What follows belongs to an exercise in optimizing a design on an open flow for small area and a short achievable clock period; a production flow would make more cautious choices. RTL that was checked went through simulation tests only; none was proved equivalent to the original. No functional check of the RTL was part of run 6. No activity file was given, so power comes from the tool's default toggle rates.

<file path="flow/config.mk">
export PLATFORM = sky130hd
export DESIGN_NAME = dma_desc_sched
export DESIGN_NICKNAME = dma_desc_sched
export VERILOG_FILES = /design/flow/design.v
export SDC_FILE = /design/flow/constraint.sdc
export NUM_CORES = 4
export LEC_CHECK = 0
export CAP_MARGIN = 20
export CORE_MARGIN = 2
export CORE_UTILIZATION = 65
export SETUP_SLACK_MARGIN = 4.0
export SLEW_MARGIN = 20
</file>
<file path="flow/constraint.sdc">
create_clock -name core_clock -period 6.5 [get_ports {clk}]
set_input_delay 1.3000 -clock core_clock [delete_from_list [all_inputs] [get_ports {clk}]]
set_output_delay 1.3000 -clock core_clock [all_outputs]
set_load 0.01 [all_outputs]
</file>
<file path="flow/design.v">
module dma_desc_sched #(
    parameter int NUM_CH = 4,
    parameter int DESC_DEPTH = 4,
    parameter int ALIGN_CHECK = 1,
    localparam int CW = (NUM_CH > 1) ? $clog2(NUM_CH) : 1,
    localparam int PW = $clog2(DESC_DEPTH),
    localparam int DW = 96,
    localparam int EW = 35,
    localparam int OffsetWidth = 2
) (
    input  logic                 clk,
    input  logic                 rst,
    input  logic [NUM_CH-1:0]    push_valid_i,
    input  logic [NUM_CH*DW-1:0] push_desc_i,
    output logic [NUM_CH-1:0]    push_ready_o,
    output logic                 eng_valid_o,
    input  logic                 eng_ready_i,
    output logic [DW-1:0]        eng_desc_o,
    output logic [CW-1:0]        eng_ch_o,
    input  logic                 eng_done_i,
    input  logic [EW-1:0]        eng_err_i,
    input  logic [NUM_CH-1:0]    clr_i,
    output logic [NUM_CH-1:0]    ch_active_o,
    output logic [NUM_CH-1:0]    ch_done_o,
    output logic [NUM_CH-1:0]    ch_err_o,
    output logic [EW-1:0]        err_info_o,
    output logic                 irq_o
);
    localparam int SW = 96;    
    localparam int LW = 92;    
    logic [SW-1:0]     r_mem [16];
    logic [3:0]        r_wen [4];     
    logic [3:0]        r_wen_n [4];   
    logic [3:0]        r_rp [4];      
    logic [3:0]        r_cnt [4];     
    logic [3:0]        r_ne, r_full;
    logic              r_idle, r_issue, r_wait;
    logic [3:0]        r_ptr;         
    logic [1:0]        r_ch;
    logic [3:0]        r_ch1h;        
    logic [LW-1:0]     r_desc;
    logic [3:0]        r_done, r_err;
    logic [31:0]       r_err_addr;
    logic [1:0]        r_err_src;
    logic [3:0]        r_ready, r_active;
    logic              r_errany, r_irq;
    logic [SW-1:0]     w_enc [4];
    logic [3:0]        w_push;
    always_comb begin
        for (int c = 0; c < 4; c++) begin
            logic [95:0] d;
            logic sb;
            d = push_desc_i[c*DW +: DW];
            sb = d[65:64] != 2'b00;
            w_enc[c] = {d[95:66], d[63:34], d[31:0], sb ? d[65:64] : d[33:32], sb, d[31:0] == 32'd0};
            w_push[c] = push_valid_i[c] && r_ready[c];
        end
    end
    always_ff @(posedge clk) begin
        for (int c = 0; c < 4; c++)
            for (int i = 0; i < 4; i++)
                r_mem[c*4 + i] <= (w_enc[c] & {SW{r_wen[c][i]}}) | (r_mem[c*4 + i] & {SW{r_wen_n[c][i]}});
    end
    logic [SW-1:0]     w_head [4];
    logic [3:0]        w_hzero, w_hbad;
    always_comb begin
        for (int c = 0; c < 4; c++) begin
            w_head[c] = '0;
            for (int i = 0; i < 4; i++)
                w_head[c] = w_head[c] | (r_mem[c*4 + i] & {SW{r_rp[c][i]}});
            w_hzero[c] = w_head[c][0];
            w_hbad[c] = w_head[c][3:2] != 2'b00;
        end
    end
    logic [3:0] w_gsel;
    always_comb begin
        for (int c = 0; c < 4; c++)
            w_gsel[c] = r_ne[c] && (r_ptr[c] ||
                        (r_ptr[(c+3)%4] && !r_ne[(c+3)%4]) ||
                        (r_ptr[(c+2)%4] && !r_ne[(c+2)%4] && !r_ne[(c+3)%4]) ||
                        (r_ptr[(c+1)%4] && !r_ne[(c+1)%4] && !r_ne[(c+2)%4] && !r_ne[(c+3)%4]));
    end
    logic [3:0] w_ldc, w_errc, w_zc, w_pop;
    logic       w_ld, w_perr, w_pick;
    always_comb begin
        for (int c = 0; c < 4; c++) begin
            w_pop[c] = r_idle && w_gsel[c];
            w_ldc[c] = w_pop[c] && !w_hzero[c] && !w_hbad[c];
            w_errc[c] = w_pop[c] && !w_hzero[c] && w_hbad[c];
            w_zc[c] = w_pop[c] && w_hzero[c];
        end
        w_ld = |w_ldc;
        w_perr = |w_errc;
        w_pick = r_idle && (|r_ne);
    end
    logic [LW-1:0] w_desc_nx;
    logic [31:0]   w_paddr;
    always_comb begin
        w_desc_nx = r_desc & {LW{!w_ld}};
        w_paddr = '0;
        for (int c = 0; c < 4; c++) begin
            w_desc_nx = w_desc_nx | (w_head[c][95:4] & {LW{w_ldc[c]}});
            w_paddr = w_paddr | ({w_head[c][1] ? w_head[c][95:66] : w_head[c][65:36], w_head[c][3:2]}
                                 & {32{w_errc[c]}});
        end
    end
    logic w_eerr, w_edone;
    assign w_eerr  = r_wait && eng_err_i[34];
    assign w_edone = r_wait && !eng_err_i[34] && eng_done_i;
    logic [3:0] w_flush, w_set_done, w_set_err;
    always_comb begin
        w_set_done = w_zc | (w_edone ? r_ch1h : 4'b0);
        w_set_err = w_errc | (w_eerr ? r_ch1h : 4'b0);
        w_flush = w_set_err;
    end
    logic       w_idle_nx, w_issue_nx, w_wait_nx;
    logic [3:0] w_ch1h_nx, w_done_nx, w_err_nx;
    logic [3:0] w_cnt_nx [4];
    logic [3:0] w_rp_nx [4];
    logic [3:0] w_wen_nx [4];
    always_comb begin
        w_issue_nx = w_ld || (r_issue && !eng_ready_i);
        w_wait_nx = (r_issue && eng_ready_i) || (r_wait && !eng_err_i[34] && !eng_done_i);
        w_idle_nx = (r_idle && !w_ld) || (r_wait && (eng_err_i[34] || eng_done_i));
        w_ch1h_nx = w_ld ? w_ldc : r_ch1h;
        w_done_nx = w_set_done | (r_done & ~clr_i);
        w_err_nx = w_set_err | (r_err & ~clr_i);
        for (int c = 0; c < 4; c++) begin
            logic [3:0] wp, wp_nx;
            wp = r_full[c] ? r_rp[c] : r_wen[c];
            if (w_flush[c]) w_cnt_nx[c] = 4'b0000;
            else if (w_push[c] && !w_pop[c]) w_cnt_nx[c] = {r_cnt[c][2:0], 1'b1};
            else if (!w_push[c] && w_pop[c]) w_cnt_nx[c] = {1'b0, r_cnt[c][3:1]};
            else w_cnt_nx[c] = r_cnt[c];
            w_rp_nx[c] = w_flush[c] ? wp : w_pop[c] ? {r_rp[c][2:0], r_rp[c][3]} : r_rp[c];
            wp_nx = (w_push[c] && !w_flush[c]) ? {wp[2:0], wp[3]} : wp;
            w_wen_nx[c] = w_cnt_nx[c][3] ? 4'b0000 : wp_nx;
        end
    end
    always_ff @(posedge clk) begin
        if (rst) begin
            r_idle <= 1'b1;
            r_issue <= 1'b0;
            r_wait <= 1'b0;
            r_ptr <= 4'b0001;
            r_ch <= '0;
            r_ch1h <= 4'b0001;
            r_desc <= '0;
            r_done <= '0;
            r_err <= '0;
            r_err_addr <= '0;
            r_err_src <= '0;
            r_ready <= 4'hf;
            r_active <= '0;
            r_errany <= 1'b0;
            r_irq <= 1'b0;
            r_ne <= '0;
            r_full <= '0;
            for (int c = 0; c < 4; c++) begin
                r_wen[c] <= 4'b0001;
                r_wen_n[c] <= 4'b1110;
                r_rp[c] <= 4'b0001;
                r_cnt[c] <= '0;
            end
        end else begin
            r_idle <= w_idle_nx;
            r_issue <= w_issue_nx;
            r_wait <= w_wait_nx;
            if (w_pick) r_ptr <= {w_gsel[2:0], w_gsel[3]};
            r_ch1h <= w_ch1h_nx;
            r_ch <= {w_ch1h_nx[3] | w_ch1h_nx[2], w_ch1h_nx[3] | w_ch1h_nx[1]};
            r_desc <= w_desc_nx;
            r_done <= w_done_nx;
            r_err <= w_err_nx;
            if (w_eerr) begin
                r_err_addr <= eng_err_i[31:0];
                r_err_src <= eng_err_i[33:32];
            end else if (w_perr) begin
                r_err_addr <= w_paddr;
                r_err_src <= 2'd3;
            end
            r_errany <= |w_err_nx;
            r_irq <= |(w_done_nx | w_err_nx);
            for (int c = 0; c < 4; c++) begin
                r_cnt[c] <= w_cnt_nx[c];
                r_ne[c] <= w_cnt_nx[c][0];
                r_full[c] <= w_cnt_nx[c][3];
                r_ready[c] <= !w_cnt_nx[c][3] && !w_err_nx[c];
                r_active[c] <= w_cnt_nx[c][0] || (!w_idle_nx && w_ch1h_nx[c]);
                r_rp[c] <= w_rp_nx[c];
                r_wen[c] <= w_wen_nx[c];
                r_wen_n[c] <= ~w_wen_nx[c];
            end
        end
    end
    assign push_ready_o = r_ready;
    assign eng_valid_o = r_issue;
    assign eng_desc_o = {r_desc[91:62], 2'b00, r_desc[61:32], 2'b00, r_desc[31:0]};
    assign eng_ch_o = r_ch;
    assign ch_active_o = r_active;
    assign ch_done_o = r_done;
    assign ch_err_o = r_err;
    assign err_info_o = {r_errany, r_err_src, r_err_addr};
    assign irq_o = r_irq;
endmodule
</file>
<file path="flow/flow/run.sh">
#!/bin/bash
# Standard ORFS layout with plain buffers on the ports and a CTS with larger sink clusters
# and no dummy loads.
set -euo pipefail
export BUFFER_PORTS_ARGS="-buffer_cell sky130_fd_sc_hd__buf_2"
export CTS_ARGS="-sink_clustering_enable -repair_clock_nets -dont_use_dummy_load -sink_clustering_size 24 -sink_clustering_max_diameter 100"
bash standard.sh > standard.log 2>&1
</file>
<file path="flow/standard.sh">
#!/bin/bash
# synth_recipe.tcl (not shown) runs the flow's synth.tcl, then flattens the netlist and writes it again
# the make line also repeats each setting of config.mk as NAME=value (left out here)
make -C /OpenROAD-flow-scripts/flow DESIGN_CONFIG=/design/flow/config.mk WORK_HOME=/design/flow/orfs CLKGATE_MAP_FILE= SYNTH_SCRIPT=/design/flow/synth_recipe.tcl "${@:-finish}"
</file>
==> results.py, run 1 <==
metrics = {
    "clock_tree": {
        "htree_levels": 3,
        "path_clk_slew_ns": 0.09,
        "hold_buffers": 0,
        "cts_buffer_depth": 3,
        "cts_tree": "yes",
        "cts_buffers": 83,
        "cts_root_buf": "clkbuf_16",
        "clk_latency_ns": 0.72,
        "clock-sinks": 1757,
    },
    "die": {
        "die-width_um": 323,
        "num_rows": 116,
        "start_util_pct": 65.8,
        "fp.dieH_um": 323,
        "core-area_sq_mm": 0.100,
        "boundaryPins": 582,
        "die_area_sq_mm": 0.104,
    },
    "detailed_routing": {
        "viasPerCell": 7.79,
        "vias": 61000,
        "drc": 0,
        "wl_mm": 283,
        "drt-initial-drc-count": 10900,
        "wl_per_cell_um": 36.2,
        "drtPass1Iterations": 10,
        "ant_nets": 0,
    },
    "synthesis": {
        "synth_cells": 6176,
        "synthXorXnorAreaFrac_pct": 0,
        "synthFlopType": "dfxtp_1",
        "avgSynthCellArea_sq_um": 10.7,
        "yosys.area_share.adder_pct": 0.152,
        "synth_edf_count": 0,
        "ys_warn_count": 11,
        "syn_area_sq_mm": 0.0660,
        "synth-simple-area-share_pct": 4.47,
        "synth_compound_area_share_pct": 35.7,
        "synth.distinct_cells": 60,
        "synth_mux_area_share_pct": 2.14,
        "ys_seq_elements": 1757,
        "ys_seq_area_share_pct": 53.3,
        "synth_top_family_by_area": "compound AO/OA/AOI/OAI gates",
        "async_flop_share_pct": 0,
    },
    "sta": {
        "setup_tns_ns": 0,
        "hold_viol_final": 0,
        "clock_skew_ns": 0.0486,
        "slew_headroom_pct": 18.4,
        "setup_violations": 0,
        "tightest_slew_ns": 1.22,
        "rsz0062_at_grt": "true",
        "clock.fmax_mhz": 362,
        "min_period_ns": 2.77,
        "slew_violations": 0,
        "period_share_pct": 42.5,
    },
    "global_route": {
        "grt_pass1_vias": 54600,
        "antenna_found_initial": 49,
        "grtUsageTotal_pct": 51.4,
        "grt_pass1_wl_mm": 394,
        "overflow": 0,
        "grt_max_degree": 94,
    },
    "final_layout": {
        "layout-drive-gt1-share_pct": 21.7,
        "final_core_util_pct": 76.0,
        "syn2layout_area_growth_pct": 15.6,
        "final_nets": 6880,
        "nFillCells": 6657,
    },
    "critical_path": {
        "path_cells": "buf_4 -> a22o_1 -> a221oi_4 -> buf_4 -> mux2i_1 -> nand3_1 -> nor4bb_1 -> o22ai_1",
        "cp_slowest_cell": "mux2i_1",
        "crit_type": "flip-flop to flip-flop",
        "endpoint_kind": "flip-flop",
        "r2r_slack_ns": 3.73,
        "critical-path-max-stage-delay_ns": 0.83,
        "cp.required_ns": 7.13,
        "cp_max_fo": 13,
        "cp_common_cell": "buf_4",
        "critPathBufInv": 2,
        "arrival_ns": 3.39,
        "start_kind": "flip-flop",
        "crit_family": "multiplexers",
    },
    "power": {
        "ir_worst_vdd_v": 0.000353,
        "total_power_mw": 44.8,
        "static-leakage-power_nw": 31.3,
        "p_per_area_mw_per_mm2": 588,
    },
    "hold_path": {
        "worstHoldPathType": "flip-flop to flip-flop",
    },
    "placed_design": {
        "numPortBuffers": 577,
        "dp.final_hpwl_mm": 183,
        "gp_congestion": 1.17,
    },
    "outcome": {
        "status": "no timing/DRC/antenna violations",
    },
    "run": {
        "cap_viol_max_count": 0,
    },
}
where the power goes:
part / internal [mW] / switching, mW / total, mW
sequential: 15.5 / 3.74 / 19.2
clock: 2.29 / 3.42 / 5.71
combinational: 8.03 / 11.9 / 19.9
total: 25.8 / 19.0 / 44.8
layout make-up:
| type | instances | area [sq um] | share of cell area (%) |
|---|---|---|---|
| flip-flops and latches | 1757 | 35800 | 46.9 |
| multi-input cells | 3706 | 29900 | 39.2 |
| repair buffers | 833 | 6510 | 8.54 |
| clock buffers | 83 | 2080 | 2.72 |
| well taps | 1357 | 1700 | 2.23 |
| inverters | 60 | 235 | 0.309 |
| diodes | 33 | 82.6 | 0.108 |
final timing paths:
path	startpoint	end	depth (start not counted)
setup / recovery	r_rp[2][2]	r_err_addr[8]	8
hold reg to reg	r_mem[12][80]	r_mem[12][80]	1
hold / removal	r_mem[12][80]	r_mem[12][80]	1
setup reg to reg	r_rp[2][2]	r_err_addr[8]	8
metal layers:
layer	vias to the layer above	global-route usage (%)	wire length, um
li1	24700	-	-
met1	29800	64.5	100000
met2	5405	70.4	113000
met3	1000	22.1	44400
met4	44	36.1	25000
met5	-	1.25	741
sequential cells by signal, indices dropped and copies added, names as in the netlist:
| name | cells |
|---|---|
| r_issue | 1 |
| r_full | 4 |
| r_cnt | 9 |
| r_idle | 1 |
| r_ne | 3 |
| r_ch | 2 |
| r_err_addr | 32 |
| r_wen | 16 |
| r_wen_n | 16 |
| r_irq | 1 |
| r_desc | 92 |
| r_err_src | 2 |
| r_ch1h | 4 |
| r_done | 4 |
| r_active | 4 |
| r_wait | 1 |
| r_ready | 4 |
| r_rp | 16 |
| r_errany | 1 |
| r_err | 4 |
| r_ptr | 4 |
| r_mem | 1536 |
synthesized netlist by cell type (51+ instances only):
master	count	area, sq um
a211oi_1	76	571
a21oi_1	166	831
a221oi_1	127	1110
a22o_1	1718	15000
a22oi_1	535	4020
buf_1	102	383
clkbuf_1	518	1940
dfxtp_1	1757	35200
inv_1	60	225
mux2i_1	125	1250
nand2_1	284	1070
nand3_1	54	270
nor2_1	143	537
nor3_1	51	255
o22ai_1	93	582
stage by stage:
| step | hold WS (ns) | area [sq um] | instances | setup WS, ns |
|---|---|---|---|---|
| after floorplan | 0.442 | 66200 | 6179 | 3.98 |
| after global placement | 0.455 | 69200 | 7545 | 2.45 |
| after detailed placement | 0.455 | 69300 | 7558 | 2.47 |
| after CTS | 0.479 | 75000 | 7731 | 3.93 |
| after global routing | 0.490 | 76200 | 7805 | 3.73 |
| final | 0.483 | 76200 | 7829 | 3.73 |
kinds of logic (layout without fill, tap and decap cells):
logic type      after synthesis  after routing
simple gates                645            645
flops                      1757           1757
other cells                   1             37
fa+ha+maj                     8              8
compound gates             2907           2910
mux                         139            139
buf+inv                     719            976
cells in the final DEF (no fill, tap or decap), drive strengths merged, types with 54 or more instances in the layout:
master,n
nand2,284
buf,826
a22oi,536
nor2,143
inv,60
clkbuf,89
a21oi,166
o22ai,93
mux2i,125
a211oi,76
a22o,1718
a221oi,129
dfxtp,1757
nand3,54
repair_timing:
item                       CTS  global route
setup endpoints to repair  354           292
pin swaps                   21            18
gates cloned                 4             7
buffers inserted            86            58
gates resized for setup    647           125
==> run 2, diff against run 1 <==
--- a/flow/design.v
+++ b/flow/design.v
@@ -33,7 +33,6 @@
     logic [3:0]        r_wen_n [4];   
     logic [3:0]        r_rp [4];      
     logic [3:0]        r_cnt [4];     
-    logic [3:0]        r_ne, r_full;
     logic              r_idle, r_issue, r_wait;
     logic [3:0]        r_ptr;         
     logic [1:0]        r_ch;
@@ -72,26 +71,29 @@
             w_hbad[c] = w_head[c][3:2] != 2'b00;
         end
     end
-    logic [3:0] w_gsel;
-    always_comb begin
+    logic [3:0] w_gsel, w_ne;
+    always_comb begin
+        for (int c = 0; c < 4; c++) w_ne[c] = r_cnt[c][0];
         for (int c = 0; c < 4; c++)
-            w_gsel[c] = r_ne[c] && (r_ptr[c] ||
-                        (r_ptr[(c+3)%4] && !r_ne[(c+3)%4]) ||
-                        (r_ptr[(c+2)%4] && !r_ne[(c+2)%4] && !r_ne[(c+3)%4]) ||
-                        (r_ptr[(c+1)%4] && !r_ne[(c+1)%4] && !r_ne[(c+2)%4] && !r_ne[(c+3)%4]));
-    end
-    logic [3:0] w_ldc, w_errc, w_zc, w_pop;
+            w_gsel[c] = w_ne[c] && (r_ptr[c] ||
+                        (r_ptr[(c+3)%4] && !w_ne[(c+3)%4]) ||
+                        (r_ptr[(c+2)%4] && !w_ne[(c+2)%4] && !w_ne[(c+3)%4]) ||
+                        (r_ptr[(c+1)%4] && !w_ne[(c+1)%4] && !w_ne[(c+2)%4] && !w_ne[(c+3)%4]));
+    end
+    logic [3:0] w_ldc, w_errc, w_errc_s, w_errc_d, w_zc, w_pop;
     logic       w_ld, w_perr, w_pick;
     always_comb begin
         for (int c = 0; c < 4; c++) begin
             w_pop[c] = r_idle && w_gsel[c];
             w_ldc[c] = w_pop[c] && !w_hzero[c] && !w_hbad[c];
             w_errc[c] = w_pop[c] && !w_hzero[c] && w_hbad[c];
+            w_errc_s[c] = w_errc[c] && w_head[c][1];
+            w_errc_d[c] = w_errc[c] && !w_head[c][1];
             w_zc[c] = w_pop[c] && w_hzero[c];
         end
         w_ld = |w_ldc;
         w_perr = |w_errc;
-        w_pick = r_idle && (|r_ne);
+        w_pick = r_idle && (|w_ne);
     end
     logic [LW-1:0] w_desc_nx;
     logic [31:0]   w_paddr;
@@ -100,8 +102,8 @@
         w_paddr = '0;
         for (int c = 0; c < 4; c++) begin
             w_desc_nx = w_desc_nx | (w_head[c][95:4] & {LW{w_ldc[c]}});
-            w_paddr = w_paddr | ({w_head[c][1] ? w_head[c][95:66] : w_head[c][65:36], w_head[c][3:2]}
-                                 & {32{w_errc[c]}});
+            w_paddr = w_paddr | ({w_head[c][95:66], w_head[c][3:2]} & {32{w_errc_s[c]}})
+                              | ({w_head[c][65:36], w_head[c][3:2]} & {32{w_errc_d[c]}});
         end
     end
     logic w_eerr, w_edone;
@@ -127,7 +129,7 @@
         w_err_nx = w_set_err | (r_err & ~clr_i);
         for (int c = 0; c < 4; c++) begin
             logic [3:0] wp, wp_nx;
-            wp = r_full[c] ? r_rp[c] : r_wen[c];
+            wp = r_cnt[c][3] ? r_rp[c] : r_wen[c];
             if (w_flush[c]) w_cnt_nx[c] = 4'b0000;
             else if (w_push[c] && !w_pop[c]) w_cnt_nx[c] = {r_cnt[c][2:0], 1'b1};
             else if (!w_push[c] && w_pop[c]) w_cnt_nx[c] = {1'b0, r_cnt[c][3:1]};
@@ -154,8 +156,6 @@
             r_active <= '0;
             r_errany <= 1'b0;
             r_irq <= 1'b0;
-            r_ne <= '0;
-            r_full <= '0;
             for (int c = 0; c < 4; c++) begin
                 r_wen[c] <= 4'b0001;
                 r_wen_n[c] <= 4'b1110;
@@ -183,8 +183,6 @@
             r_irq <= |(w_done_nx | w_err_nx);
             for (int c = 0; c < 4; c++) begin
                 r_cnt[c] <= w_cnt_nx[c];
-                r_ne[c] <= w_cnt_nx[c][0];
-                r_full[c] <= w_cnt_nx[c][3];
                 r_ready[c] <= !w_cnt_nx[c][3] && !w_err_nx[c];
                 r_active[c] <= w_cnt_nx[c][0] || (!w_idle_nx && w_ch1h_nx[c]);
                 r_rp[c] <= w_rp_nx[c];
--- a/flow/config.mk
+++ b/flow/config.mk
@@ -7,6 +7,6 @@
 export LEC_CHECK = 0
 export CAP_MARGIN = 20
 export CORE_MARGIN = 2
-export CORE_UTILIZATION = 65
+export CORE_UTILIZATION = 55
 export SETUP_SLACK_MARGIN = 4.0
 export SLEW_MARGIN = 20
==> run 2 against run 1 <==
Still clean. Area after synthesis shrank 0.38%. Non-clock buffer count rose by 142. Register-to-register slack gained 0.03 ns. Sequential power about the same. Sequential cell count is the same. Cell area grew 2.7%. Core utilization fell by 9.8 points. Routed wire length is 1.6% higher. Combinational power rose by 9%. Critical endpoint is now r_err_addr[6]. Largest power group unchanged.
==> results.py, run 2 <==
metrics = {
    "detailed_routing": {
        "met1_length_mm": 112,
        "vias": 60300,
        "dr_wl_met3_mm": 43.2,
        "viasPerCell": 7.48,
        "routed.top_layer": "met5",
        "drt-initial-drc-count": 9941,
        "wl_per_cell_um": 35.7,
        "wl_mm": 287,
        "drc": 0,
        "drtPass1Iterations": 9,
        "wl_met2_mm": 117,
        "ant_nets": 0,
    },
    "die": {
        "num_rows": 126,
        "fp.dieH_um": 350,
        "core-area_sq_mm": 0.118,
        "die-width_um": 350,
        "start_util_pct": 55.6,
        "boundaryPins": 582,
        "die_area_sq_mm": 0.122,
    },
    "synthesis": {
        "synthTopCellsByCount": "dfxtp_1, a22o_1, clkbuf_1",
        "synth_top_area_cell": "dfxtp_1",
        "avgSynthCellArea_sq_um": 10.8,
        "syn_area_sq_mm": 0.0657,
        "synth_top_family_by_area": "compound AO/OA/AOI/OAI gates",
        "synthTopCellsByArea": "dfxtp_1, a22o_1, a22oi_1",
        "yosys.area_share.adder_pct": 0.152,
        "synth_mux_area_share_pct": 1.38,
        "yosysMostFrequentCell": "dfxtp_1",
        "synth_top_area_share_pct": 53.5,
        "ys_warn_count": 11,
        "async_flop_share_pct": 0,
        "synthXorXnorAreaFrac_pct": 0,
        "ys_seq_area_share_pct": 53.5,
        "synth_cells": 6076,
        "synth-simple-area-share_pct": 4.30,
        "synth_compound_area_share_pct": 36.5,
        "synthFlopType": "dfxtp_1",
        "synth.distinct_cells": 69,
        "ys_seq_elements": 1757,
        "synth_edf_count": 0,
    },
    "clock_tree": {
        "clock-sinks": 1757,
        "cts_buffers": 83,
        "hold_buffers": 0,
        "htree_levels": 3,
        "cts_buffer_depth": 3,
        "clk_latency_ns": 0.72,
        "cts_root_buf": "clkbuf_16",
        "path_clk_slew_ns": 0.10,
        "cts_tree": "yes",
    },
    "final_layout": {
        "top_regs": "r_mem: 1536 flops, r_desc: 92 flops, r_err_addr: 32 flops",
        "top_register": "r_mem",
        "final_cell_mix": "a22o_1, dfxtp_1, buf_2, a22oi_1, nand2_1",
        "syn2layout_area_growth_pct": 19.1,
        "final_common_cell": "a22o_1",
        "largest_reg_flops": 1536,
        "layout-drive-gt1-share_pct": 24.1,
        "final_area_sq_mm": 0.0783,
        "final_nets": 6917,
    },
    "critical_path": {
        "start_kind": "flip-flop",
        "critPathBufInv": 2,
        "cp_slowest_cell": "a221oi_4",
        "arrival_ns": 3.34,
        "cp.required_ns": 7.11,
        "cp_max_fo": 7,
        "critical-path-max-stage-delay_ns": 0.45,
        "crit_family": "compound AO/OA/AOI/OAI gates",
        "crit_type": "flip-flop to flip-flop",
        "endpoint_kind": "flip-flop",
        "path_cells": "buf_16 -> buf_4 -> a22o_1 -> a221oi_4 -> mux2i_1 -> a31oi_1 -> nand4_1 -> a32o_1",
    },
    "power": {
        "ir_worst_vdd_v": 0.000305,
        "total_power_mw": 46.9,
        "p_per_area_mw_per_mm2": 599,
        "static-leakage-power_nw": 31.9,
    },
    "placed_design": {
        "numPortBuffers": 577,
        "placed_area_sq_mm": 0.0692,
        "dp.final_hpwl_mm": 169,
        "gp_congestion": 0.980,
    },
    "sta": {
        "setup_violations": 0,
        "period_share_pct": 42.0,
        "min_period_ns": 2.73,
        "slew_violations": 0,
        "clock.fmax_mhz": 366,
        "tightest_slew_ns": 1.05,
        "hold_viol_final": 0,
        "setup_tns_ns": 0,
        "rsz0062_at_grt": "true",
        "slew_headroom_pct": 30.0,
        "clock_skew_ns": 0.0479,
    },
    "global_route": {
        "overflow": 0,
        "grt_pass1_wl_mm": 392,
        "antenna_found_initial": 69,
        "grtUsageTotal_pct": 43.1,
        "grt_max_degree": 114,
        "grt_pass1_vias": 53300,
    },
    "hold_path": {
        "worstHoldPathType": "flip-flop to flip-flop",
    },
    "outcome": {
        "status": "no timing/DRC/antenna violations",
    },
    "run": {
        "cap_viol_max_count": 0,
    },
}
[run 2: cell types whose count changed after synthesis, moves of 38 or more]
| cell | delta |
|---|---|
| a22oi_1 | -121 |
| a221oi_1 | +91 |
| nor2_1 | -64 |
| o2111ai_1 | +60 |
| mux2i_1 | -58 |
| o21ai_0 | -42 |
| inv_1 | -39 |
| nor3_1 | -38 |
[run 2: path summary, 6_finish.rpt]
check                           cells after the start  startpoint  slack, ns       endpoint
worst max-delay path                                8  r_rp[0][2]       3.77  r_err_addr[6]
worst min-delay path                                2  r_desc[23]       0.47     r_desc[23]
worst max register to register                      8  r_rp[0][2]       3.77  r_err_addr[6]
worst min register to register                      2  r_desc[23]       0.47     r_desc[23]
[run 2: area by class of cell]
cell class,instances,area (sq um)
Fill cell,9180,39900
Sequential cell,1757,35700
Multi-Input combinational cell,3640,29900
Timing Repair Buffer,975,8530
Clock buffer,83,2080
Tap cell,1536,1920
Antenna cell,46,115
Inverter,21,78.8
[run 2: worst reg2reg max path, stage by stage, from the launching register on]
cell and delay (ns):
dfxtp_4 0.42, buf_16 0.17, buf_4 0.17, a22o_1 0.24, a221oi_4 0.45, mux2i_1 0.21
a31oi_1 0.20, nand4_1 0.38, a32o_1 0.39
[run 2: metal layers]
| layer | global-route usage, % | vias up |
|---|---|---|
| met5 | 0 | - |
| met4 | 17.0 | 40 |
| met3 | 15.1 | 835 |
| met2 | 60.1 | 4637 |
| met1 | 60.7 | 29800 |
| li1 | - | 24900 |
[run 2: report_power, final]
group	internal (mW)	switching (mW)
Combinational	9.42	12.2
Sequential	15.6	3.87
Clock	2.29	3.48
Total	27.3	19.6
[run 2: what timing repair did]
item / in CTS / in global routing
buffers inserted: 148 / 108
cloned: 19 / 27
setup endpoints to repair: 349 / 256
pin swaps: 53 / 65
gates resized for setup: 576 / 177
[run 2: per-stage QoR]
stage	utilization [%]	hold slack, ns	worst slack [ns]	std cells
3_5_place_dp	58.5	0.448	2.52	7627
6_report	66.2	0.467	3.77	8058
5_1_grt	66.2	0.482	3.82	8040
4_1_cts	64.0	0.468	3.93	7877
3_3_place_gp	58.5	0.444	2.59	7623
2_1_floorplan	-	0.442	3.98	6079
[run 2: cell families (layout without fill, tap and decap cells)]
family	count (synthesis)	after routing
simple gates	615	618
compound gates	2917	2922
mux	88	88
flops	1757	1757
buf+inv	690	1079
other cells	1	50
fa+ha+maj	8	8
==> run 3, diff against run 2 <==
==> flow/flow/run.sh (replaced) <==
#!/bin/bash
# Standard ORFS layout with plain buffers on the ports and a CTS with larger sink clusters
# and no dummy loads.
set -euo pipefail
export BUFFER_PORTS_ARGS="-buffer_cell sky130_fd_sc_hd__buf_1"
export CTS_ARGS="-sink_clustering_enable -repair_clock_nets -dont_use_dummy_load -sink_clustering_size 24 -sink_clustering_max_diameter 100"
bash standard.sh > standard.log 2>&1
--- a/flow/config.mk
+++ b/flow/config.mk
@@ -5,8 +5,9 @@
 export SDC_FILE = /design/flow/constraint.sdc
 export NUM_CORES = 4
 export LEC_CHECK = 0
-export CAP_MARGIN = 20
+export CAP_MARGIN = 40
 export CORE_MARGIN = 2
 export CORE_UTILIZATION = 55
 export SETUP_SLACK_MARGIN = 4.0
-export SLEW_MARGIN = 20
+export SLEW_MARGIN = 60
+export TNS_END_PERCENT = 10
==> run 3 against run 2 <==
Still clean. Non-clock buffer count shrank 42. Cell area shrank 3.8%. Core utilization shrank 2.5 points. Cell count shrank 0.67%. Sequential share of layout area grew 1.5 points. Sequential power shrank 3%. Combinational power shrank about 10%. Die area is the same. Routed wire length shrank 5.5%. Critical path type is now flip-flop to output pin.
==> results.py, run 3 <==
metrics = {
    "placed_design": {
        "numPortBuffers": 577,
        "dp.final_hpwl_mm": 173,
        "dpl_worst_slack_ns": 3.10,
        "gp_congestion": 0.971,
        "placed_area_sq_mm": 0.0702,
    },
    "global_route": {
        "overflow": 0,
        "grt_pass1_vias": 53300,
        "grtUsageTotal_pct": 41.7,
        "antenna_found_initial": 70,
        "grt_pass1_wl_mm": 382,
        "grt_max_degree": 77,
    },
    "critical_path": {
        "start_kind": "flip-flop",
        "cp.required_ns": 5.20,
        "endpoint_kind": "output pin",
        "crit_family": "flip-flops",
        "critPathBufInv": 1,
        "path_cells": "buf_1",
        "critical-path-max-stage-delay_ns": 0.45,
        "cp_slowest_cell": "dfxtp_2",
        "cp_max_fo": 2,
        "arrival_ns": 1.33,
        "crit_type": "flip-flop to output pin",
    },
    "detailed_routing": {
        "ant_nets": 0,
        "wl_mm": 272,
        "drc": 0,
        "drt-initial-drc-count": 9080,
        "drtPass1Iterations": 7,
        "viasPerCell": 7.38,
        "vias": 59100,
        "wl_per_cell_um": 33.9,
    },
    "synthesis": {
        "ys_seq_area_share_pct": 53.5,
        "synth-simple-area-share_pct": 4.30,
        "yosys.area_share.adder_pct": 0.152,
        "synth_cells": 6076,
        "synth.distinct_cells": 69,
        "syn_area_sq_mm": 0.0657,
        "yosysMostFrequentCell": "dfxtp_1",
        "synthXorXnorAreaFrac_pct": 0,
        "ys_seq_elements": 1757,
        "synthTopCellsByCount": "dfxtp_1, a22o_1, clkbuf_1",
        "synthTopCellsByArea": "dfxtp_1, a22o_1, a22oi_1",
        "ys_warn_count": 11,
        "avgSynthCellArea_sq_um": 10.8,
        "synthFlopType": "dfxtp_1",
        "synth_top_area_cell": "dfxtp_1",
        "synth_edf_count": 0,
        "synth_top_area_share_pct": 53.5,
        "synth_compound_area_share_pct": 36.5,
        "synth_top_family_by_area": "compound AO/OA/AOI/OAI gates",
        "async_flop_share_pct": 0,
        "synth_mux_area_share_pct": 1.38,
    },
    "sta": {
        "hold_viol_final": 0,
        "setup_violations": 0,
        "rsz0062_at_grt": "true",
        "clock.fmax_mhz": 381,
        "slew_headroom_pct": 54.7,
        "hold_slack_ns": 0.470,
        "tightest_slew_ns": 0.679,
        "worst_slack_ns": 3.87,
        "clock_skew_ns": 0.0480,
        "min_period_ns": 2.63,
        "slew_violations": 0,
        "period_share_pct": 40.4,
        "setup_tns_ns": 0,
    },
    "final_layout": {
        "final_cell_mix": "a22o_1, dfxtp_1, buf_1, a22oi_1, nand2_1",
        "multi_input_area_sq_mm": 0.0291,
        "final-seq-area_sq_mm": 0.0355,
        "layout-drive-gt1-share_pct": 11.9,
        "final_area_sq_mm": 0.0753,
        "final_nets": 6868,
        "syn2layout_area_growth_pct": 14.6,
        "nFillCells": 9579,
        "top_regs": "r_mem: 1536 flops, r_desc: 92 flops, r_err_addr: 32 flops",
        "largest_reg_flops": 1536,
        "final_common_cell": "a22o_1",
        "top_register": "r_mem",
    },
    "clock_tree": {
        "cts_buffers": 83,
        "clk_latency_ns": 0.71,
        "path_clk_slew_ns": 0.09,
        "cts_buffer_depth": 3,
        "htree_levels": 3,
        "hold_buffers": 0,
        "cts_root_buf": "clkbuf_16",
        "cts_tree": "yes",
        "clock-sinks": 1757,
    },
    "hold_path": {
        "worstHoldPathType": "flip-flop to flip-flop",
    },
    "die": {
        "num_rows": 126,
        "core-area_sq_mm": 0.118,
        "boundaryPins": 582,
        "die_area_sq_mm": 0.122,
        "fp.dieH_um": 350,
        "start_util_pct": 55.6,
        "die-width_um": 350,
    },
    "outcome": {
        "status": "no timing/DRC/antenna violations",
    },
    "power": {
        "static-leakage-power_nw": 29.6,
        "ir_worst_vdd_v": 0.000363,
        "p_per_area_mw_per_mm2": 587,
    },
    "run": {
        "cap_viol_max_count": 0,
    },
}
==> run 3: changes by cell type in the layout (fill, tap and decap cells not counted), moves of 28 or more <==
| cell | before | now |
|---|---|---|
| a221oi_2 | 76 | 48 |
| buf_4 | 259 | 140 |
| buf_1 | 0 | 560 |
| dfxtp_4 | 124 | 63 |
| buf_6 | 134 | 32 |
| dfxtp_1 | 1556 | 1650 |
| dfxtp_2 | 77 | 44 |
| a221oi_1 | 112 | 161 |
| buf_2 | 458 | 61 |
==> run 3: logic make-up (layout without fill, tap and decap cells) <==
| family | count (synthesis) | count (layout) |
|---|---|---|
| DFF | 1757 | 1757 |
| and+or+nand+nor | 615 | 616 |
| muxes | 88 | 88 |
| AOI/OAI and AO/OA | 2917 | 2917 |
| adders and majority gates | 8 | 8 |
| buffers and inverters | 690 | 1037 |
| other | 1 | 45 |
==> run 3: cell type report <==
class / count / share of cell area [%]
sequential: 1757 / 47.1
multi-input combinational: 3633 / 38.6
timing repair buffer: 933 / 8.72
clock buffer: 83 / 2.76
tap: 1536 / 2.55
antenna: 41 / 0.136
inverter: 21 / 0.110
==> run 3: repair_timing <==
item	in CTS	in global routing
gates cloned	8	13
setup endpoints to repair	335	317
gates resized for setup	223	74
buffers inserted	64	53
hold endpoints to repair	0	0
pin swaps	29	36
==> run 3: through the flow <==
stage	total power, mW	utilization, %	cells
2_1_floorplan	28.2	-	6079
3_3_place_gp	34.5	57.9	7631
3_5_place_dp	35.6	59.4	7718
4_1_cts	42.3	62.4	7873
5_1_grt	45.5	63.7	7996
6_report	44.2	63.7	8004
==> run 3: layer usage <==
metal	wire, um	vias to the layer above	global-route usage (%)
met5	321	-	0
met3	38900	667	14.3
met2	110000	4220	57.0
met1	110000	29300	59.6
li1	-	24800	-
met4	12300	50	16.5
==> run 3: power breakdown <==
| part | switching, mW | internal (mW) | leakage [nW] |
|---|---|---|---|
| registers | 3.52 | 15.5 | 14.7 |
| logic | 11.2 | 8.23 | 13.9 |
| clock network | 3.48 | 2.29 | 1.02 |
| total | 18.2 | 26.0 | 29.6 |
==> run 3: worst paths after layout <==
path,start,end,slack (ns),cells after the start
worst max register to register,r_ptr[3],r_active[2],3.88,8
worst min-delay path,r_desc[26],r_desc[26],0.47,2
worst min register to register,r_desc[26],r_desc[26],0.47,2
worst max-delay path,r_err[2],ch_err_o[2],3.87,1
==> run 4, diff against run 3 <==
--- a/flow/config.mk
+++ b/flow/config.mk
@@ -5,9 +5,9 @@
 export SDC_FILE = /design/flow/constraint.sdc
 export NUM_CORES = 4
 export LEC_CHECK = 0
-export CAP_MARGIN = 40
+export CAP_MARGIN = 20
 export CORE_MARGIN = 2
-export CORE_UTILIZATION = 55
+export CORE_UTILIZATION = 62
 export SETUP_SLACK_MARGIN = 4.0
-export SLEW_MARGIN = 60
+export SLEW_MARGIN = 20
 export TNS_END_PERCENT = 10
==> run 4 against run 3 <==
Global-route usage rose by 4.8 points. Cell count fell by 3.1%. Clock skew fell by 0.0097 ns. Register-to-register slack got worse by 0.05 ns. Die area fell by 11%. Worst hold slack got worse by 0.0030 ns. Maximum frequency fell by 1.5%. Critical endpoint is now r_err_addr[3]. Core utilization rose by 6.5 points. Sequential cell count did not move. Highest routed layer unchanged. Largest power group is now registers. Routed wire length fell by 0.50%. Total power fell by 0.42%. Non-clock buffer count fell by 114.
==> results.py, run 4 <==
metrics = {
    "critical_path": {
        "r2r_cells": 7,
        "endpoint_kind": "flip-flop",
        "r2r_end": "r_err_addr[3]",
        "critical-path-max-stage-delay_ns": 0.83,
        "arrival_ns": 3.28,
        "crit_family": "compound AO/OA/AOI/OAI gates",
        "cp.required_ns": 7.11,
        "r2r_slack_ns": 3.83,
        "start_kind": "flip-flop",
        "crit_type": "flip-flop to flip-flop",
        "path_cells": "buf_16 -> a22o_1 -> a221oi_1 -> mux2i_1 -> a31oi_1 -> nand4_1 -> a32o_1",
        "cp_max_fo": 31,
        "critPathBufInv": 1,
        "cp_slowest_cell": "a221oi_1",
        "rr_startpoint": "r_rp[0][2]",
    },
    "final_layout": {
        "layout-drive-gt1-share_pct": 11.4,
        "final_cell_mix": "a22o_1, dfxtp_1, buf_1, a22oi_1, nand2_1",
        "final_nets": 6757,
        "top_regs": "r_mem: 1536 flops, r_desc: 92 flops, r_err_addr: 32 flops",
        "final_area_sq_mm": 0.0739,
        "largest_reg_flops": 1536,
        "syn2layout_area_growth_pct": 12.4,
        "top_register": "r_mem",
        "final_common_cell": "a22o_1",
    },
    "placed_design": {
        "dp.final_hpwl_mm": 163,
        "placed_area_sq_mm": 0.0682,
        "numPortBuffers": 577,
        "gp_congestion": 1.05,
    },
    "global_route": {
        "antenna_found_initial": 71,
        "grt_pass1_vias": 53800,
        "grtUsageTotal_pct": 46.4,
        "grt_pass1_wl_mm": 379,
        "grt_max_degree": 79,
        "overflow": 0,
    },
    "die": {
        "num_rows": 119,
        "die-width_um": 330,
        "boundaryPins": 582,
        "die_area_sq_mm": 0.109,
        "fp.dieH_um": 330,
        "core-area_sq_mm": 0.105,
        "start_util_pct": 62.4,
    },
    "power": {
        "ir_worst_vdd_v": 0.000393,
        "static-leakage-power_nw": 29.1,
        "p_per_area_mw_per_mm2": 596,
    },
    "synthesis": {
        "ys_warn_count": 11,
        "synth_top_area_cell": "dfxtp_1",
        "synth_cells": 6076,
        "avgSynthCellArea_sq_um": 10.8,
        "synth.distinct_cells": 69,
        "synth_edf_count": 0,
        "synthTopCellsByArea": "dfxtp_1, a22o_1, a22oi_1",
        "ys_seq_elements": 1757,
        "synth_top_area_share_pct": 53.5,
        "synthTopCellsByCount": "dfxtp_1, a22o_1, clkbuf_1",
        "synthFlopType": "dfxtp_1",
        "ys_seq_area_share_pct": 53.5,
        "syn_area_sq_mm": 0.0657,
        "async_flop_share_pct": 0,
        "yosysMostFrequentCell": "dfxtp_1",
    },
    "detailed_routing": {
        "viasPerCell": 7.75,
        "vias": 60100,
        "drt-initial-drc-count": 10100,
        "ant_nets": 0,
        "wl_mm": 270,
        "drc": 0,
        "wl_per_cell_um": 34.9,
        "drtPass1Iterations": 6,
    },
    "sta": {
        "tightest_slew_ns": 1.20,
        "slew_headroom_pct": 20.1,
        "clock_skew_ns": 0.0382,
        "rsz0062_at_grt": "true",
        "hold_slack_ns": 0.467,
        "setup_tns_ns": 0,
        "period_share_pct": 41.0,
        "clock.fmax_mhz": 375,
        "slew_violations": 0,
        "min_period_ns": 2.67,
        "setup_violations": 0,
        "hold_viol_final": 0,
    },
    "clock_tree": {
        "clk_latency_ns": 0.71,
        "htree_levels": 3,
        "hold_buffers": 0,
        "cts_root_buf": "clkbuf_16",
        "clock-sinks": 1757,
        "path_clk_slew_ns": 0.10,
        "cts_buffer_depth": 3,
        "cts_tree": "yes",
        "cts_buffers": 83,
    },
    "hold_path": {
        "min_to": "r_desc[20]",
        "worstHoldPathType": "flip-flop to flip-flop",
        "hp-start": "r_desc[20]",
        "holdPathStages": 2,
    },
    "outcome": {
        "status": "no timing/DRC/antenna violations",
    },
    "run": {
        "cap_viol_max_count": 0,
    },
}
run 4: cell counts after synthesis:
No cell type changed its count.
run 4: worst max path at each step:
stage | start | end | slack, ns | cells past startpoint
2_1_floorplan | r_ptr[2] | r_wen_n[1][2] | 3.97 | 10
3_3_place_gp | r_rp[3][0] | r_err_addr[14] | 3.03 | 6
3_5_place_dp | eng_err_i[34] | r_err_addr[16] | 2.96 | 5
4_1_cts | r_ptr[3] | r_wen_n[2][2] | 3.91 | 10
5_1_grt | r_rp[2][0] | r_active[0] | 3.81 | 8
6_report | r_rp[0][2] | r_err_addr[3] | 3.83 | 7
run 4: where the power goes:
group / internal, mW / switching (mW)
logic: 7.88 / 11.1
clock network: 2.29 / 3.45
registers: 15.5 / 3.81
run 4: cell type report:
class,count,area [sq um]
flip-flops and latches,1757,35500
multi-input cells,3636,29000
fillers,7936,31400
inverters,21,88.8
diodes,45,113
well taps,1391,1740
repair buffers,819,5410
clock buffers,83,2080
run 4: worst register-to-register path, stage by stage, from the launching register on:
cell	delay, ns
dfxtp_4	0.42
buf_16	0.21
a22o_1	0.24
a221oi_1	0.83
mux2i_1	0.17
a31oi_1	0.23
nand4_1	0.18
a32o_1	0.29
run 4: cell families (layout without fill, tap and decap cells):
family	count (synthesis)	count (layout)	synth area share, %
flip-flops	1757	1757	53.5
buffers and inverters	690	923	4.10
multiplexers	88	88	1.38
AO/OA/AOI/OAI	2917	2920	36.5
AND/OR/NAND/NOR	615	616	4.30
other	1	49	0.00571
adder cells (fa/ha/maj)	8	8	0.152
run 4: metal layers:
metal	wire (um)	vias up	GRT usage, %
li1	-	24600	-
met1	102000	29700	63.8
met2	109000	4891	63.5
met3	44400	845	19.7
met4	14100	54	19.5
met5	373	-	0
run 4: what timing repair did:
| item | 4_1_cts | 5_1_grt |
|---|---|---|
| buffers inserted | 67 | 53 |
| resized for setup | 333 | 114 |
| cloned | 14 | 11 |
| endpoints found under the setup margin | 348 | 309 |
| pin swaps | 23 | 29 |
run 4: stage by stage:
stage | setup slack, ns | total power, mW | utilization [%] | cells
floorplan | 3.97 | 28.2 | - | 6079
global placement | 3.03 | 34.2 | 64.8 | 7474
detailed placement | 2.96 | 34.5 | 64.8 | 7479
CTS | 3.91 | 41.9 | 69.0 | 7643
global route | 3.81 | 45.1 | 70.2 | 7741
finish | 3.83 | 44.0 | 70.2 | 7752
==> run 5, diff against run 4 <==
--- a/flow/config.mk
+++ b/flow/config.mk
@@ -7,7 +7,7 @@
 export LEC_CHECK = 0
 export CAP_MARGIN = 20
 export CORE_MARGIN = 2
-export CORE_UTILIZATION = 62
+export CORE_UTILIZATION = 55
 export SETUP_SLACK_MARGIN = 4.0
 export SLEW_MARGIN = 20
 export TNS_END_PERCENT = 10
==> run 5 against run 4 <==
Still clean on timing, DRC and antenna. Non-clock buffer count up 20. Critical path depth unchanged. Maximum frequency fell by 0.42%. Die area grew 13%. Cell area about the same. Worst hold slack worse by 0.0017 ns. Via count shrank 2.1%. First-iteration DRC count is 10% lower. Critical path type unchanged. Critical endpoint is now r_desc[8].
==> results.py, run 5 <==
metrics = {
    "outcome": {
        "status": "no timing/DRC/antenna violations",
    },
    "critical_path": {
        "path_cells": "or2_1 -> o21bai_4 -> a2111o_2 -> buf_12 -> o22ai_1 -> a211oi_1 -> a21oi_1",
        "cp.required_ns": 7.13,
        "crit_type": "flip-flop to flip-flop",
        "endpoint_kind": "flip-flop",
        "critical-path-max-stage-delay_ns": 0.65,
        "cp_slowest_cell": "o22ai_1",
        "arrival_ns": 3.31,
        "start_kind": "flip-flop",
        "cp_max_fo": 17,
    },
    "detailed_routing": {
        "ant_nets": 0,
        "wl_per_cell_um": 34.7,
        "viasPerCell": 7.44,
        "drc": 0,
        "drtPass1Iterations": 7,
        "drt-initial-drc-count": 9059,
        "vias": 58800,
        "wl_mm": 274,
    },
    "placed_design": {
        "gp_congestion": 0.971,
        "dp.final_hpwl_mm": 169,
        "numPortBuffers": 577,
        "placed_area_sq_mm": 0.0685,
    },
    "global_route": {
        "overflow": 0,
        "grt_max_degree": 77,
        "grtUsageTotal_pct": 42.4,
        "antenna_found_initial": 66,
        "grt_pass1_vias": 53200,
        "grt_pass1_wl_mm": 387,
    },
    "final_layout": {
        "final_core_util_pct": 62.5,
        "final_nets": 6779,
        "final_cell_mix": "a22o_1, dfxtp_1, buf_1, a22oi_1, nand2_1",
        "layout-drive-gt1-share_pct": 11.2,
        "nFillCells": 9668,
        "syn2layout_area_growth_pct": 12.5,
        "multi_input_area_sq_mm": 0.0290,
        "largest_reg_flops": 1536,
        "final-seq-area_sq_mm": 0.0355,
        "top_regs": "r_mem: 1536 flops, r_desc: 92 flops, r_err_addr: 32 flops",
        "final_area_sq_mm": 0.0739,
        "top_register": "r_mem",
        "final_common_cell": "a22o_1",
    },
    "synthesis": {
        "synthFlopType": "dfxtp_1",
        "synth.distinct_cells": 69,
        "ys_seq_area_share_pct": 53.5,
        "synthXorXnorAreaFrac_pct": 0,
        "synth_cells": 6076,
        "ys_warn_count": 11,
        "synth_mux_area_share_pct": 1.38,
        "synthTopCellsByCount": "dfxtp_1, a22o_1, clkbuf_1",
        "synth_top_area_cell": "dfxtp_1",
        "yosysMostFrequentCell": "dfxtp_1",
        "synthTopCellsByArea": "dfxtp_1, a22o_1, a22oi_1",
        "avgSynthCellArea_sq_um": 10.8,
        "syn_area_sq_mm": 0.0657,
        "synth-simple-area-share_pct": 4.30,
        "async_flop_share_pct": 0,
        "synth_top_area_share_pct": 53.5,
        "synth_compound_area_share_pct": 36.5,
        "yosys.area_share.adder_pct": 0.152,
        "synth_top_family_by_area": "compound AO/OA/AOI/OAI gates",
        "synth_edf_count": 0,
        "ys_seq_elements": 1757,
    },
    "die": {
        "die-width_um": 350,
        "boundaryPins": 582,
        "start_util_pct": 55.6,
        "die_area_sq_mm": 0.122,
        "num_rows": 126,
        "core-area_sq_mm": 0.118,
        "fp.dieH_um": 350,
    },
    "clock_tree": {
        "hold_buffers": 0,
        "cts_buffers": 83,
        "cts_root_buf": "clkbuf_16",
        "cts_tree": "yes",
        "path_clk_slew_ns": 0.11,
        "htree_levels": 3,
        "clock-sinks": 1757,
        "cts_buffer_depth": 3,
        "clk_latency_ns": 0.72,
    },
    "sta": {
        "setup_tns_ns": 0,
        "slew_violations": 0,
        "rsz0062_at_grt": "true",
        "tightest_slew_ns": 1.10,
        "clock_skew_ns": 0.0479,
        "hold_viol_final": 0,
        "clock.fmax_mhz": 374,
        "min_period_ns": 2.68,
        "period_share_pct": 41.2,
        "slew_headroom_pct": 26.6,
        "setup_violations": 0,
    },
    "run": {
        "cap_viol_max_count": 0,
    },
    "power": {
        "total_power_mw": 43.7,
        "ir_worst_vdd_v": 0.000369,
        "p_per_area_mw_per_mm2": 591,
        "static-leakage-power_nw": 29.0,
    },
    "hold_path": {
        "worstHoldPathType": "flip-flop to flip-flop",
    },
}
-- run 5: cell count changes in the layout (fill, tap and decap cells not counted), sizes merged --
cell	previous run	this run
buf	793	828
clkbuf	102	90
diode	45	36
bufbuf	7	4
a2111o	4	6
-- run 5: layout make-up --
type / count / share of cell area [%]
Sequential cell: 1757 / 48.0
Tap cell: 1536 / 2.60
Inverter: 21 / 0.117
Timing Repair Buffer: 839 / 7.13
Clock buffer: 83 / 2.81
Multi-Input combinational cell: 3638 / 39.3
Antenna cell: 36 / 0.122
-- run 5: final timing paths --
path / startpoint / to / slack [ns] / cells after the start
setup / recovery: r_cnt[3][0] / r_desc[8] / 3.82 / 7
hold / removal: r_desc[26] / r_desc[26] / 0.47 / 2
setup reg to reg: r_cnt[3][0] / r_desc[8] / 3.82 / 7
hold reg to reg: r_desc[26] / r_desc[26] / 0.47 / 2
-- run 5: layer usage --
layer | share of wire (%) | GRT usage, % | vias to the layer above
met2 | 41 | 58.4 | 4091
met1 | 40 | 59.6 | 29500
met3 | 14 | 16.1 | 628
li1 | - | - | 24600
met4 | 4.4 | 16.1 | 44
met5 | 0.099 | 0 | -
-- run 5: critical path: cells and delay by family (launching register included) --
family                 cells  cell delay (ns)
AO/OA/AOI/OAI              5             1.72
buffers and inverters      1             0.18
AND/OR/NAND/NOR            1             0.26
flip-flops                 1             0.40
-- run 5: timing repair --
| action | in CTS | in global routing |
|---|---|---|
| cloned | 11 | 7 |
| hold endpoints to repair | 0 | 0 |
| setup endpoints to repair | 356 | 323 |
| setup buffers | 76 | 66 |
| gates resized for setup | 268 | 104 |
| pin swaps | 25 | 28 |
-- run 5: per-stage QoR --
step / worst slack, ns / hold slack [ns] / std cells
global route: 3.85 / 0.485 / 7905
detailed placement: 2.83 / 0.453 / 7631
CTS: 3.89 / 0.468 / 7801
finish: 3.82 / 0.465 / 7910
global placement: 2.93 / 0.443 / 7631
floorplan: 3.97 / 0.442 / 6079
-- run 5: power by group --
group,internal [mW],switching (mW)
Sequential,15.5,3.68
Clock,2.29,3.48
Combinational,7.76,11.0
-- run 5: cell families after synthesis --
family / count (synthesis)
flops: 1757
other cells: 1
mux: 88
fa+ha+maj: 8
compound gates: 2917
buf+inv: 690
simple gates: 615
==> run 6, diff against run 5 <==
--- a/flow/design.v
+++ b/flow/design.v
@@ -60,13 +60,13 @@
             for (int i = 0; i < 4; i++)
                 r_mem[c*4 + i] <= (w_enc[c] & {SW{r_wen[c][i]}}) | (r_mem[c*4 + i] & {SW{r_wen_n[c][i]}});
     end
-    logic [SW-1:0]     w_head [4];
+    logic [3:0]        w_head [4];    
     logic [3:0]        w_hzero, w_hbad;
     always_comb begin
         for (int c = 0; c < 4; c++) begin
             w_head[c] = '0;
             for (int i = 0; i < 4; i++)
-                w_head[c] = w_head[c] | (r_mem[c*4 + i] & {SW{r_rp[c][i]}});
+                w_head[c] = w_head[c] | (r_mem[c*4 + i][3:0] & {4{r_rp[c][i]}});
             w_hzero[c] = w_head[c][0];
             w_hbad[c] = w_head[c][3:2] != 2'b00;
         end
@@ -80,32 +80,30 @@
                         (r_ptr[(c+2)%4] && !w_ne[(c+2)%4] && !w_ne[(c+3)%4]) ||
                         (r_ptr[(c+1)%4] && !w_ne[(c+1)%4] && !w_ne[(c+2)%4] && !w_ne[(c+3)%4]));
     end
-    logic [3:0] w_ldc, w_errc, w_errc_s, w_errc_d, w_zc, w_pop;
+    logic [3:0] w_ldc, w_errc, w_zc, w_pop;
     logic       w_ld, w_perr, w_pick;
     always_comb begin
         for (int c = 0; c < 4; c++) begin
             w_pop[c] = r_idle && w_gsel[c];
             w_ldc[c] = w_pop[c] && !w_hzero[c] && !w_hbad[c];
             w_errc[c] = w_pop[c] && !w_hzero[c] && w_hbad[c];
-            w_errc_s[c] = w_errc[c] && w_head[c][1];
-            w_errc_d[c] = w_errc[c] && !w_head[c][1];
             w_zc[c] = w_pop[c] && w_hzero[c];
         end
         w_ld = |w_ldc;
         w_perr = |w_errc;
         w_pick = r_idle && (|w_ne);
     end
+    logic [SW-1:0] w_pe;
+    always_comb begin
+        w_pe = '0;
+        for (int c = 0; c < 4; c++)
+            for (int i = 0; i < 4; i++)
+                w_pe = w_pe | (r_mem[c*4 + i] & {SW{w_gsel[c] && r_rp[c][i]}});
+    end
     logic [LW-1:0] w_desc_nx;
     logic [31:0]   w_paddr;
-    always_comb begin
-        w_desc_nx = r_desc & {LW{!w_ld}};
-        w_paddr = '0;
-        for (int c = 0; c < 4; c++) begin
-            w_desc_nx = w_desc_nx | (w_head[c][95:4] & {LW{w_ldc[c]}});
-            w_paddr = w_paddr | ({w_head[c][95:66], w_head[c][3:2]} & {32{w_errc_s[c]}})
-                              | ({w_head[c][65:36], w_head[c][3:2]} & {32{w_errc_d[c]}});
-        end
-    end
+    assign w_desc_nx = w_ld ? w_pe[95:4] : r_desc;
+    assign w_paddr = {w_pe[1] ? w_pe[95:66] : w_pe[65:36], w_pe[3:2]};
     logic w_eerr, w_edone;
     assign w_eerr  = r_wait && eng_err_i[34];
     assign w_edone = r_wait && !eng_err_i[34] && eng_done_i;
==> flow/flow/run.sh (replaced) <==
#!/bin/bash
# Standard ORFS layout with plain buffers on the ports and a CTS with larger sink clusters
# and no dummy loads.
set -euo pipefail
export BUFFER_PORTS_ARGS="-buffer_cell sky130_fd_sc_hd__buf_2"
export CTS_ARGS="-sink_clustering_enable -repair_clock_nets -dont_use_dummy_load -sink_clustering_size 24 -sink_clustering_max_diameter 100"
bash standard.sh > standard.log 2>&1
--- a/flow/config.mk
+++ b/flow/config.mk
@@ -10,4 +10,3 @@
 export CORE_UTILIZATION = 55
 export SETUP_SLACK_MARGIN = 4.0
 export SLEW_MARGIN = 20
-export TNS_END_PERCENT = 10
==> run 6 against run 5 <==
Still clean on timing, DRC and antenna. Via count up 2.5%. Routed wire length increased by 12%. Worst hold slack improved by 0.0066 ns. Clock skew increased by 0.0014 ns. Non-clock buffer count up 216. Setup slack got worse by 0.23 ns. Sequential share of layout area down 2.6 points. Sequential power grew 3%. Sequential cell count did not move. Maximum frequency decreased by 8.0%. Synthesized cell count shrank 3.3%. Total power increased by 6.7%.
==> results.py, run 6 <==
metrics = {
    "power": {
        "ir_worst_vdd_v": 0.000340,
        "p_per_area_mw_per_mm2": 593,
        "total_power_mw": 46.6,
        "static-leakage-power_nw": 32.2,
    },
    "die": {
        "die_area_sq_mm": 0.119,
        "fp.dieH_um": 345,
        "boundaryPins": 582,
        "start_util_pct": 55.7,
        "num_rows": 124,
        "core-area_sq_mm": 0.115,
        "die-width_um": 345,
    },
    "sta": {
        "tightest_slew_ns": 1.31,
        "rsz0062_at_grt": "true",
        "hold_viol_final": 0,
        "slew_violations": 0,
        "setup_tns_ns": 0,
        "slew_headroom_pct": 12.8,
        "clock_skew_ns": 0.0493,
        "setup_violations": 0,
        "period_share_pct": 44.7,
        "min_period_ns": 2.91,
        "clock.fmax_mhz": 344,
    },
    "final_layout": {
        "final_cell_mix": "a22o_1, dfxtp_1, buf_2, buf_4, a22oi_1",
        "final_nets": 6843,
        "top_register": "r_mem",
        "largest_reg_flops": 1536,
        "top_regs": "r_mem: 1536 flops, r_desc: 92 flops, r_err_addr: 32 flops",
        "layout-drive-gt1-share_pct": 28.4,
        "syn2layout_area_growth_pct": 23.2,
        "final_common_cell": "a22o_1",
    },
    "detailed_routing": {
        "drt-initial-drc-count": 10200,
        "viasPerCell": 7.57,
        "wl_mm": 307,
        "wl_per_cell_um": 38.6,
        "drc": 0,
        "vias": 60300,
        "ant_nets": 0,
        "drtPass1Iterations": 10,
    },
    "critical_path": {
        "cp_max_fo": 8,
        "cp_common_cell": "buf_12",
        "cp_slowest_cell": "a211oi_4",
        "crit_family": "compound AO/OA/AOI/OAI gates",
        "endpoint_kind": "flip-flop",
        "arrival_ns": 3.48,
        "critPathBufInv": 6,
        "path_cells": "and2b_4 -> o21ai_4 -> buf_12 -> buf_8 -> a211oi_4 -> nor2_1 -> nand4b_1 -> buf_12 -> clkinv_16 -> buf_12 -> buf_4 -> a21oi_1 -> a211oi_1",
        "startpoint": "r_ptr[2]",
        "start_kind": "flip-flop",
        "rr_startpoint": "r_ptr[2]",
        "cp.required_ns": 7.07,
        "critical-path-max-stage-delay_ns": 0.50,
        "crit_type": "flip-flop to flip-flop",
    },
    "global_route": {
        "grtUsageTotal_pct": 48.0,
        "grt_max_degree": 153,
        "met1_usage_pct": 57.1,
        "grtUsageMet3_pct": 10.3,
        "overflow": 0,
        "grt_use_met2_pct": 71.4,
        "grt_pass1_vias": 54400,
        "antenna_found_initial": 56,
        "gr-max-usage-layer": "met2",
        "grt_pass1_wl_mm": 411,
    },
    "synthesis": {
        "synthTopCellsByArea": "dfxtp_1, a22o_1, a22oi_1",
        "synth.distinct_cells": 76,
        "synth_edf_count": 0,
        "synth_top_area_share_pct": 55.1,
        "async_flop_share_pct": 0,
        "synth_cells": 5875,
        "ys_seq_elements": 1757,
        "synthFlopType": "dfxtp_1",
        "synth_top_area_cell": "dfxtp_1",
        "ys_warn_count": 11,
        "synthTopCellsByCount": "dfxtp_1, a22o_1, clkbuf_1",
        "yosysMostFrequentCell": "dfxtp_1",
        "syn_area_sq_mm": 0.0638,
        "avgSynthCellArea_sq_um": 10.9,
        "ys_seq_area_share_pct": 55.1,
    },
    "hold_path": {
        "worstHoldPathType": "flip-flop to flip-flop",
        "hp-start": "r_mem[0][76]",
    },
    "clock_tree": {
        "htree_levels": 3,
        "cts_root_buf": "clkbuf_16",
        "clock-sinks": 1757,
        "path_clk_slew_ns": 0.10,
        "cts_tree": "yes",
        "clk_latency_ns": 0.75,
        "cts_buffers": 83,
        "cts_buffer_depth": 3,
    },
    "placed_design": {
        "numPortBuffers": 577,
        "gp_congestion": 1.00,
        "dp.final_hpwl_mm": 186,
    },
    "run": {
        "cap_viol_max_count": 0,
    },
    "outcome": {
        "status": "no timing/DRC/antenna violations",
    },
}
==> run 6: metrics by stage <==
stage	cell area (sq um)	hold slack (ns)	util (%)	cells	worst slack, ns
after floorplan	63900	0.437	-	5878	3.91
after global placement	67400	0.453	58.8	7447	2.36
after detailed placement	67400	0.450	58.8	7447	2.25
after CTS	74900	0.473	65.3	7727	3.76
after global routing	78500	0.493	68.5	7938	3.56
final	78600	0.472	68.6	7969	3.59
==> run 6: area by class of cell <==
class,count,area [sq um]
antenna,55,138
clock buffer,83,2080
fill,8601,36000
inverter,38,199
multi-input combinational,3469,29100
sequential,1757,35600
tap,1512,1890
timing repair buffer,1055,9570
==> run 6: logic make-up (layout without fill, tap and decap cells) <==
group,count (synthesis),count (layout),synth area share (%)
compound gates,2668,2671,34.9
fa+ha+maj,8,8,0.157
buf+inv,660,1176,4.05
flops,1757,1757,55.1
mux,23,23,0.376
other cells,1,59,0.00588
simple gates,758,763,5.39
==> run 6: worst paths after layout <==
path | end | slack, ns | cells past startpoint
worst max-delay path | r_err_addr[8] | 3.59 | 13
worst min-delay path | r_mem[0][76] | 0.47 | 1
worst max register to register | r_err_addr[8] | 3.59 | 13
worst min register to register | r_mem[0][76] | 0.47 | 1
==> run 6: per-layer routing <==
metal / vias up / wire length, um
met5: - / 169
met3: 1368 / 36300
li1: 24300 / -
met2: 5115 / 130000
met1: 29600 / 103000
met4: 18 / 37900
==> run 6: timing repair <==
item / in CTS / in global routing
gates cloned: 24 / 32
hold buffers: 0 / 0
resized for setup: 785 / 357
setup endpoints to repair: 352 / 284
pin swaps: 186 / 249
setup buffers: 173 / 152
==> run 6: power by group <==
part / leakage (nW) / total (mW) / internal (mW) / switching, mW
clock: 1.02 / 5.82 / 2.29 / 3.52
combinational: 16.4 / 21.1 / 9.62 / 11.5
sequential: 14.8 / 19.7 / 15.6 / 4.08
total: 32.2 / 46.6 / 27.6 / 19.1

[separate check: timing with driven ports]
How much do the figures lean on ideal ports? The routed layouts below were timed once more, with nothing changed but the port constraints. Step 1 (the two cells are an assumption about what drives the block):
set clk [get_ports {clk}]
set_driving_cell -lib_cell sky130_fd_sc_hd__clkbuf_16 $clk
set_driving_cell -lib_cell sky130_fd_sc_hd__buf_2 [delete_from_list [all_inputs] $clk]
Step 2 times the ports against the registers' clock, not the clock port: input delays grow and output delays shrink by t, the midpoint of the rising clock arrivals with the driver on. a / b / c = ideal ports / drivers / drivers and shift; a / b = the first two.
| run | t (ns) | slack for setup (ns) | worst slew at a driven data input, ns | pins driven straight from the clock port |
|---|---|---|---|---|
| run 1 | 0.786 | 3.735 / 3.735 / 3.189 | 0.13 | 1 |
| run 2 | 0.783 | 3.768 / 3.768 / 3.115 | 0.20 | 1 |
| run 3 | 0.780 | 3.875 / 3.786 / 3.398 | 0.18 | 1 |
| run 4 | 0.786 | 3.835 / 3.798 / 3.195 | 0.21 | 1 |
| run 5 | 0.778 | 3.823 / 3.795 / 3.351 | 0.19 | 1 |
| run 6 | 0.806 | 3.592 / 3.592 / 3.173 | 0.20 | 1 |
After both steps setup and hold are still met in every run listed. The setup slack of run 2, which loses most, moves by 0.000 ns with the drivers and by -0.653 ns with both steps.
